Background: an optimization exercise with open tools, aiming at small area and a short achievable clock period. Do not read the settings as production practice. In this exercise RTL edits were held to simulation tests only and were not proved equivalent to the original. Power and IR drop assume default switching activity.

==> run Y <==
==> flow/design.v <==
package trace_pkg;
    localparam int TRACE_XLEN   = 32;
    localparam int TRACE_REG_AW = 5;
    typedef enum logic [1:0] {
        IDLE    = 2'd0,
        CAPTURE = 2'd1,
        POST    = 2'd2,
        DONE    = 2'd3
    } trace_state_t;
    typedef struct packed {
        logic [TRACE_XLEN-1:0]   pc;
        logic [TRACE_REG_AW-1:0] rd;
        logic [TRACE_XLEN-1:0]   data;
    } trace_entry_t;
endpackage
module trace_ram
#(
    parameter int DEPTH = 64,
    parameter int AW    = $clog2(DEPTH)
) (
    input  logic         clk_i,
    input  logic         we_i,
    input  logic [AW-1:0] waddr_i,
    input  trace_pkg::trace_entry_t wdata_i,
    input  logic [AW-1:0] raddr_i,
    output trace_pkg::trace_entry_t rdata_o
);
    logic [trace_pkg::TRACE_XLEN+trace_pkg::TRACE_REG_AW+trace_pkg::TRACE_XLEN-1:0] mem_q [0:DEPTH-1];
    always_ff @(posedge clk_i) begin
        if (we_i) begin
            mem_q[waddr_i] <= wdata_i;
        end
    end
    assign rdata_o = mem_q[raddr_i];
endmodule
module pipeline_trace_buffer
#(
    parameter int XLEN      = trace_pkg::TRACE_XLEN,
    parameter int REG_AW    = trace_pkg::TRACE_REG_AW,
    parameter int DEPTH     = 64,
    parameter int POST_TRIG = 32
) (
    input  logic                     CLK,
    input  logic                     RST,
    input  logic                     wb_valid,
    input  logic                     wb_we,
    input  logic [XLEN-1:0]          wb_pc,
    input  logic [REG_AW-1:0]        wb_rd,
    input  logic [XLEN-1:0]          wb_data,
    input  logic                     cfg_mode,
    input  logic                     arm,
    input  logic                     stop,
    input  logic [XLEN-1:0]          trig_pc,
    input  logic                     rd_ready,
    output logic                     rd_valid,
    output logic [XLEN-1:0]          rd_pc,
    output logic [REG_AW-1:0]        rd_rd,
    output logic [XLEN-1:0]          rd_data,
    output logic [$clog2(DEPTH):0]   count,
    output logic                     overflow,
    output logic [1:0]               state
);
    localparam int PW = $clog2(DEPTH);
    localparam int CW = PW + 1;
    localparam logic [CW-1:0] FULL = CW'(DEPTH);
    trace_pkg::trace_state_t  state_q, state_d;
    logic [PW-1:0] wr_ptr_q, wr_ptr_d;
    logic [PW-1:0] rd_ptr_q, rd_ptr_d;
    logic [CW-1:0] count_q, count_d;
    logic [PW-1:0] post_cnt_q, post_cnt_d;
    logic          overflow_q, overflow_d;
    logic          qual, full, in_cap, wr_en, pop, trig_hit, post_last, fill_end;
    trace_pkg::trace_entry_t  wr_entry, rd_entry;
    assign qual   = wb_valid & wb_we & (wb_rd != '0);
    assign full   = (count_q == FULL);
    assign in_cap = (state_q == trace_pkg::CAPTURE) || (state_q == trace_pkg::POST);
    assign wr_en  = in_cap & ~arm & qual & ~(cfg_mode & full);
    assign pop    = (state_q == trace_pkg::DONE) & ~arm & (count_q != '0) & rd_ready;
    assign trig_hit = wr_en & (state_q == trace_pkg::CAPTURE) & (wb_pc == trig_pc);
    assign post_last = (state_q == trace_pkg::POST) & wr_en & (post_cnt_q == PW'(POST_TRIG - 1));
    assign fill_end  = in_cap & ~arm & cfg_mode & (full | (wr_en & (count_q == FULL - 1'b1)));
    assign wr_entry.pc   = wb_pc;
    assign wr_entry.rd   = wb_rd;
    assign wr_entry.data = wb_data;
    trace_ram #(
        .DEPTH (DEPTH),
        .AW    (PW)
    ) u_ram (
        .clk_i   (CLK),
        .we_i    (wr_en),
        .waddr_i (wr_ptr_q),
        .wdata_i (wr_entry),
        .raddr_i (rd_ptr_q),
        .rdata_o (rd_entry)
    );
    always_ff @(posedge CLK or posedge RST) begin
        if (RST) begin
            state_q    <= trace_pkg::IDLE;
            wr_ptr_q   <= '0;
            rd_ptr_q   <= '0;
            count_q    <= '0;
            post_cnt_q <= '0;
            overflow_q <= 1'b0;
        end else begin
            state_q    <= state_d;
            wr_ptr_q   <= wr_ptr_d;
            rd_ptr_q   <= rd_ptr_d;
            count_q    <= count_d;
            post_cnt_q <= post_cnt_d;
            overflow_q <= overflow_d;
        end
    end
    always_comb begin
        state_d = state_q;
        unique case (state_q)
            trace_pkg::IDLE: begin
                if (arm) state_d = trace_pkg::CAPTURE;
            end
            trace_pkg::CAPTURE, trace_pkg::POST: begin
                if (arm)                               state_d = trace_pkg::CAPTURE;
                else if (stop || fill_end || post_last) state_d = trace_pkg::DONE;
                else if (trig_hit)                     state_d = trace_pkg::POST;
            end
            trace_pkg::DONE: begin
                if (arm)                                      state_d = trace_pkg::CAPTURE;
                else if ((count_q == '0) || (pop && count_q == CW'(1))) state_d = trace_pkg::IDLE;
            end
            default: state_d = trace_pkg::IDLE;
        endcase
    end
    always_comb begin
        wr_ptr_d   = wr_ptr_q;
        rd_ptr_d   = rd_ptr_q;
        count_d    = count_q;
        post_cnt_d = post_cnt_q;
        overflow_d = overflow_q;
        if (arm) begin
            wr_ptr_d   = '0;
            rd_ptr_d   = '0;
            count_d    = '0;
            post_cnt_d = '0;
            overflow_d = 1'b0;
        end else begin
            if (wr_en) begin
                wr_ptr_d = wr_ptr_q + 1'b1;
                if (full) begin
                    rd_ptr_d   = rd_ptr_q + 1'b1;
                    overflow_d = 1'b1;
                end else begin
                    count_d = count_q + 1'b1;
                end
                if (state_q == trace_pkg::POST) post_cnt_d = post_cnt_q + 1'b1;
            end
            if (trig_hit) post_cnt_d = '0;
            if (pop) begin
                rd_ptr_d = rd_ptr_q + 1'b1;
                count_d  = count_q - 1'b1;
            end
        end
    end
    always_comb begin
        rd_valid = (state_q == trace_pkg::DONE) && (count_q != '0);
        rd_pc    = '0;
        rd_rd    = '0;
        rd_data  = '0;
        if (rd_valid) begin
            rd_pc   = rd_entry.pc;
            rd_rd   = rd_entry.rd;
            rd_data = rd_entry.data;
        end
    end
    assign count    = count_q;
    assign overflow = overflow_q;
    assign state    = state_q;
endmodule
==> flow/run.sh <==
#!/bin/bash
# synth_recipe.tcl (not shown) runs the flow's synth.tcl, then flattens the netlist and writes it again
# the make line also repeats each setting of config.mk as NAME=value (left out here)
make -C /OpenROAD-flow-scripts/flow DESIGN_CONFIG=/design/flow/config.mk WORK_HOME=/design/flow/orfs CLKGATE_MAP_FILE= SYNTH_SCRIPT=/design/flow/synth_recipe.tcl finish
==> flow/config.mk <==
export PLATFORM = sky130hd
export DESIGN_NAME = pipeline_trace_buffer
export DESIGN_NICKNAME = pipeline_trace_buffer
export VERILOG_FILES = /design/flow/design.v
export SDC_FILE = /design/flow/constraint.sdc
export NUM_CORES = 4
export LEC_CHECK = 0
export CAP_MARGIN = 20
export CORE_MARGIN = 2
export CORE_UTILIZATION = 30
export SLEW_MARGIN = 20
export SYNTH_MEMORY_MAX_BITS = 8192
==> flow/constraint.sdc <==
create_clock -name core_clock -period 6.0 [get_ports {CLK}]
set_input_delay 1.2000 -clock core_clock [delete_from_list [all_inputs] [get_ports {CLK}]]
set_output_delay 1.2000 -clock core_clock [all_outputs]
set_load 0.01 [all_outputs]
==> run Z (differences from run Y) <==
==> flow/design.v, changed modules only <==
module trace_ram
#(
    parameter int DEPTH = 64,
    parameter int AW    = $clog2(DEPTH),
    parameter int W     = trace_pkg::TRACE_XLEN+trace_pkg::TRACE_REG_AW+trace_pkg::TRACE_XLEN
) (
    input  logic          clk_i,
    input  logic          we_i,
    input  logic [AW-1:0] waddr_i,
    input  logic [W-1:0]  wdata_i,
    input  logic [AW-1:0] raddr_i,
    output logic [W-1:0]  rdata_o
);
    logic [W-1:0] mem_q [0:DEPTH-1];
    always_ff @(posedge clk_i) begin
        if (we_i) begin
            mem_q[waddr_i] <= wdata_i;
        end
    end
    assign rdata_o = mem_q[raddr_i];
endmodule
module pipeline_trace_buffer
#(
    parameter int XLEN      = trace_pkg::TRACE_XLEN,
    parameter int REG_AW    = trace_pkg::TRACE_REG_AW,
    parameter int DEPTH     = 64,
    parameter int POST_TRIG = 32
) (
    input  logic                     CLK,
    input  logic                     RST,
    input  logic                     wb_valid,
    input  logic                     wb_we,
    input  logic [XLEN-1:0]          wb_pc,
    input  logic [REG_AW-1:0]        wb_rd,
    input  logic [XLEN-1:0]          wb_data,
    input  logic                     cfg_mode,
    input  logic                     arm,
    input  logic                     stop,
    input  logic [XLEN-1:0]          trig_pc,
    input  logic                     rd_ready,
    output logic                     rd_valid,
    output logic [XLEN-1:0]          rd_pc,
    output logic [REG_AW-1:0]        rd_rd,
    output logic [XLEN-1:0]          rd_data,
    output logic [$clog2(DEPTH):0]   count,
    output logic                     overflow,
    output logic [1:0]               state
);
    localparam int PW = $clog2(DEPTH);
    localparam int CW = PW + 1;
    localparam int EW = XLEN + REG_AW + XLEN;
    localparam int QW = $clog2(POST_TRIG);
    localparam logic [CW-1:0] FULL = CW'(DEPTH);
    trace_pkg::trace_state_t  state_q, state_d;
    logic [PW-1:0] wr_ptr_q, wr_ptr_d;
    logic [PW-1:0] rp1_q, rp1_d;           
    logic [CW-1:0] count_q, count_d;
    logic [QW-1:0] post_cnt_q, post_cnt_d;
    logic          overflow_q, overflow_d;
    logic          rvalid_q, rvalid_d;
    logic [EW-1:0] head_q, head_d;         
    logic [EW-1:0] out_q, out_d;           
    logic          qual, full, empty, in_cap, is_done, wr_en, pop, trig_hit, post_last, fill_end;
    logic          go_done, stay_done, adv;
    logic [EW-1:0] wr_entry, nxt_entry;
    assign qual    = wb_valid & wb_we & (wb_rd != '0);
    assign full    = count_q[PW];
    assign empty   = (count_q == '0);
    assign in_cap  = (state_q == trace_pkg::CAPTURE) || (state_q == trace_pkg::POST);
    assign is_done = (state_q == trace_pkg::DONE);
    assign wr_en   = in_cap & ~arm & qual & ~(cfg_mode & full);
    assign pop     = rvalid_q & ~arm & rd_ready;
    assign trig_hit = wr_en & (state_q == trace_pkg::CAPTURE) & (wb_pc == trig_pc);
    assign post_last = (state_q == trace_pkg::POST) & wr_en & (post_cnt_q == QW'(POST_TRIG - 1));
    assign fill_end  = in_cap & ~arm & cfg_mode & (full | (wr_en & (count_q == FULL - 1'b1)));
    assign go_done   = in_cap & ~arm & (stop | fill_end | post_last);
    assign stay_done = rvalid_q & ~arm & ~(pop & (count_q == CW'(1)));
    assign wr_entry  = {wb_pc, wb_rd, wb_data};
    trace_ram #(
        .DEPTH (DEPTH),
        .AW    (PW),
        .W     (EW)
    ) u_ram (
        .clk_i   (CLK),
        .we_i    (wr_en),
        .waddr_i (wr_ptr_q),
        .wdata_i (wr_entry),
        .raddr_i (rp1_q),
        .rdata_o (nxt_entry)
    );
    assign adv = pop | (wr_en & full);
    always_comb begin
        head_d = head_q;
        if (wr_en & empty) head_d = wr_entry;
        else if (adv)      head_d = nxt_entry;
    end
    assign rvalid_d = (go_done & (~empty | wr_en)) | stay_done;
    assign out_d    = rvalid_d ? head_d : '0;
    always_ff @(posedge CLK) begin
        head_q <= head_d;
    end
    always_ff @(posedge CLK or posedge RST) begin
        if (RST) begin
            state_q    <= trace_pkg::IDLE;
            wr_ptr_q   <= '0;
            rp1_q      <= PW'(1);
            count_q    <= '0;
            post_cnt_q <= '0;
            overflow_q <= 1'b0;
            rvalid_q   <= 1'b0;
            out_q      <= '0;
        end else begin
            state_q    <= state_d;
            wr_ptr_q   <= wr_ptr_d;
            rp1_q      <= rp1_d;
            count_q    <= count_d;
            post_cnt_q <= post_cnt_d;
            overflow_q <= overflow_d;
            rvalid_q   <= rvalid_d;
            out_q      <= out_d;
        end
    end
    always_comb begin
        state_d = state_q;
        unique case (state_q)
            trace_pkg::IDLE: begin
                if (arm) state_d = trace_pkg::CAPTURE;
            end
            trace_pkg::CAPTURE, trace_pkg::POST: begin
                if (arm)                                state_d = trace_pkg::CAPTURE;
                else if (stop || fill_end || post_last) state_d = trace_pkg::DONE;
                else if (trig_hit)                      state_d = trace_pkg::POST;
            end
            trace_pkg::DONE: begin
                if (arm)                                                state_d = trace_pkg::CAPTURE;
                else if (empty || (pop && count_q == CW'(1)))            state_d = trace_pkg::IDLE;
            end
            default: state_d = trace_pkg::IDLE;
        endcase
    end
    always_comb begin
        wr_ptr_d   = wr_ptr_q;
        rp1_d      = rp1_q;
        count_d    = count_q;
        post_cnt_d = post_cnt_q;
        overflow_d = overflow_q;
        if (arm) begin
            wr_ptr_d   = '0;
            rp1_d      = PW'(1);
            count_d    = '0;
            post_cnt_d = '0;
            overflow_d = 1'b0;
        end else begin
            if (wr_en) begin
                wr_ptr_d = wr_ptr_q + 1'b1;
                if (full) overflow_d = 1'b1;
                else      count_d    = count_q + 1'b1;
                if (state_q == trace_pkg::POST) post_cnt_d = post_cnt_q + 1'b1;
            end
            if (trig_hit) post_cnt_d = '0;
            if (adv) rp1_d = rp1_q + 1'b1;
            if (pop) count_d = count_q - 1'b1;
        end
    end
    assign rd_valid = rvalid_q;
    assign {rd_pc, rd_rd, rd_data} = out_q;
    assign count    = count_q;
    assign overflow = overflow_q;
    assign state    = state_q;
endmodule
- SETUP_SLACK_MARGIN: not set -> 2.6
==> run notes <==
- Run Z completed without violations. Run Y completed without violations.
- Between run Z and run Y, the lower core utilization is in run Y (gap 0.30 points).
- Between run Z and run Y, the lower via count is in run Y (gap about 13%, measured against run Y).
- Between run Y and run Z, the lower clock-buffer cell count is in run Y (gap 75).
- Clock power: run Z is higher than run Y (about 7%).
- Against run Y, the area after synthesis of run Z is larger by about 3%.
==> figures <==
| quantity | run Z | run Y |
|---|---|---|
| Outcome | finished clean | finished clean |
| Largest net degree at the start of global routing | 115 | 96 |
| Inverters | 12 | 11 |
| Multi-input logic cell count | 3404 | 2492 |
| Maximum fanout encountered on the critical timing path | 20 | 33 |
| Area of all sequential standard cells | 136000 um^2 | 133000 um^2 |
| Critical R2R Capture | out_q[42] | u_ram.mem_q[2][45] |
| Final Wtd Congestion | 0.858 | 0.796 |
| Type of the worst setup path | flop to flop | flop to output pin |
| Register-to-register setup slack | 2.54 ns | 1.65 ns |
| Layout buffering overhead excluding clock cells | 3.55% | 3.39% |

## what the ideal ports hide
No port has a modelled driver above. Below, the same layouts with a new extraction and two added sets of constraints.
Step 1: set_driving_cell puts a clkbuf_16 on CLK and a buf_2 on each other input, an assumption about the parent block.
Step 2, shift: input delay + t, output delay - t, t = (earliest + latest rising clock arrival at the registers) / 2. This alone moves slack from input paths to output paths.
a / b / c = ideal / step 1 / step 2; a / b = the first two.
run | t, ns | setup slack, ns | clock arrival spread, ns | pins driven straight from the clock port
run Y | 1.035 | 0.088 / -0.010 / 0.920 | 0.056 / 0.056 | 1
run Z | 1.126 | 2.543 / 2.539 / 1.680 | 0.078 / 0.079 | 1
After both steps every run listed still meets setup and hold. For run Z, which loses most, drivers alone change the setup slack by -0.004 ns; drivers and shift together by -0.863 ns.
